Background: an optimization exercise with open tools, aiming at small area, a short achievable clock period and few clock cycles per item. Do not read the settings as production practice.
Function was checked by simulation only, so behaviour that the tests miss may differ from the original.

## v33
Design fpa_alu, start of the top module:
module fpa_alu (
	input  logic        clk,
	input  logic        arst_n,
	input  logic        req_valid,
	output logic        req_stall,
	input  logic [3:0]  req_cmd,
	input  logic [31:0] req_a,
	input  logic [31:0] req_b,
	output logic        rsp_valid,
	input  logic        rsp_stall,
	output logic [31:0] rsp_value,
	output logic        rsp_dz
);
Settings: LEC_CHECK=0, ABC_CLOCK_PERIOD_IN_PS=3000, CAP_MARGIN=20, CORE_MARGIN=2, CORE_UTILIZATION=50, SETUP_SLACK_MARGIN=5, SLEW_MARGIN=20, TNS_END_PERCENT=0; clock period 10.0 ns.
standard.sh (not shown) runs the stock make flow with config.mk's settings and CLKGATE_MAP_FILE= SYNTH_SCRIPT=/design/flow/synth_recipe.tcl, a recipe that flattens the netlist after the stock synthesis.
==> flow/flow/run.sh <==
#!/bin/bash
set -euo pipefail
MARGIN=6.0
sed "s/SETUP_SLACK_MARGIN=[0-9.]*/SETUP_SLACK_MARGIN=$MARGIN/" standard.sh > standard_margin.sh
bash standard_margin.sh > standard.log 2>&1
v33: all stages complete, timing, DRC and antenna checks passed
Testbench counts of v33, summed over its fixed seeds: cycles 18,544, items 7,200.
Modified inputs, v47 compared to v33
- changing CORE_UTILIZATION from 50 to 30
Findings:
- Going from v33 to v47, fraction of area in multi-input gates shrinks by 0.73 points.
- v47 against v33: total via count after detailed routing has remained practically unchanged, synthesized netlist cell count has remained practically unchanged, core utilization has decreased, setup slack has decreased.
Input changes introduced in v59 (baseline for comparison: v47):
- CORE_UTILIZATION now 40, was 30
- TNS_END_PERCENT no longer set, was 0
diff --git a/flow/flow/run.sh b/flow/flow/run.sh
--- a/flow/flow/run.sh
+++ b/flow/flow/run.sh
@@ -3 +3 @@
-MARGIN=6.0
+MARGIN=6.3
--- outcome ---
v59 went all the way through synthesis, placement and routing and the layout is clean on timing, DRC and antenna. v59 gives less worst reg2reg path depth than v47 did. v59 has starting density of the core above what v47 had. Clock period minus final worst setup slack | v59 below v47. v47 → v59: net count of the finished layout now sits higher, post-detailed-placement cell area fell about 1.3%, routed wire length shows an increase of 7.2%, final area now larger. Re critical path depth: v59 and v47 aren't equal, and the higher value belongs to v47. Diff v59..v47 | H-tree depth | unchanged. Going from v47 to v59, the sequential share of cell area was found to have gone down by 1.4 points.
Input changes introduced in v34 (baseline for comparison: v59):
- TNS_END_PERCENT now 0, previously not set
## What came out
Of v34 and v59, the run reporting the higher buffer and inverter count on the worst path was v59. Compared with v59, in v34 setup slack down 0.073 ns; post-layout instance area down about 5%; die footprint flat. Cmp v34 and v59 / routed wire length / higher: v59.

* * *

Another version of the RTL of fpa_alu (not shown whole).
Size: about 420 flip-flops, about 42,000 µm² of cells after synthesis.
clock: 10.0 ns
lec_check: 0
abc_clock_period_in_ps: 3000
cap_margin: 20
core_margin: 2
core_utilization: 40
setup_slack_margin: 5
slew_margin: 20
run.sh (not shown) runs the stock make flow with config.mk's settings and CLKGATE_MAP_FILE= SYNTH_SCRIPT=/design/flow/synth_recipe.tcl, a recipe that flattens the netlist after the stock synthesis.
Stock flow here: none of the scripts above is used.
The first run completed without violations.
Testbench counts at the start, summed over its fixed seeds: cycles 21,425, items 7,200.
Change:
==> flow/flow/run.sh (new file) <==
#!/bin/bash
set -euo pipefail
MARGIN=6.3
sed "s/SETUP_SLACK_MARGIN=[0-9.]*/SETUP_SLACK_MARGIN=$MARGIN/" standard.sh > standard_margin.sh
bash standard_margin.sh > standard.log 2>&1
==> flow/standard.sh (new file) <==
#!/bin/bash
# synth_recipe.tcl (not shown) runs the flow's synth.tcl, then flattens the netlist and writes it again
# the make line also repeats each setting of config.mk as NAME=value (left out here)
make -C /OpenROAD-flow-scripts/flow DESIGN_CONFIG=/design/flow/config.mk WORK_HOME=/design/flow/orfs CLKGATE_MAP_FILE= SYNTH_SCRIPT=/design/flow/synth_recipe.tcl "${@:-finish}"
removed: flow/run.sh
Effect: Clock-buffer cell count went up by 1; die area stays the same; final area went up by 8.9%; fmax went up by 20%; register-to-register slack gains 0.82 ns; routed wire length went up by 6.9%.

==> what the ideal ports hide <==
No port has a modelled driver above. Below, the same layouts with a new extraction and two added sets of constraints.
Step 1 assumes that a clkbuf_16 drives the clock port and a buf_2 every other input.
Step 2 adds t to the input delays and takes it off the output delays; t is the mean of the earliest and latest rising clock arrival at the registers after step 1. Input paths then give back, and output paths get back, about the clock's delay inside the block.
a / b / c = ideal / step 1 / step 2; a / b = the first two.
run | shift t [ns] | setup slack, ns | hold slack, ns | worst setup path at the end | worst register clock-pin slew, ns
v33 | 0.720 | 5.808 / 5.808 / 5.577 | 0.422 / 0.422 / 0.422 | input to register | 0.07 / 0.07
v47 | 0.715 | 5.792 / 5.792 / 5.688 | 0.422 / 0.422 / 0.422 | input to register | 0.07 / 0.07
v59 | 0.750 | 6.015 / 6.015 / 5.766 | 0.424 / 0.424 / 0.424 | input to register | 0.07 / 0.07
v34 | 0.740 | 5.943 / 5.943 / 5.722 | 0.424 / 0.424 / 0.424 | input to register | 0.07 / 0.07
the first run of note 2 | 0.698 | 5.167 / 5.167 / 5.167 | 0.416 / 0.416 / 0.416 | register to register | 0.07 / 0.07
the second run of note 2 | 0.712 | 5.986 / 5.986 / 5.746 | 0.420 / 0.420 / 0.420 | input to register | 0.07 / 0.07
After both steps every run listed still meets setup and hold. The setup slack of v59, which loses most, moves by 0.000 ns with the drivers and by -0.249 ns with both steps.
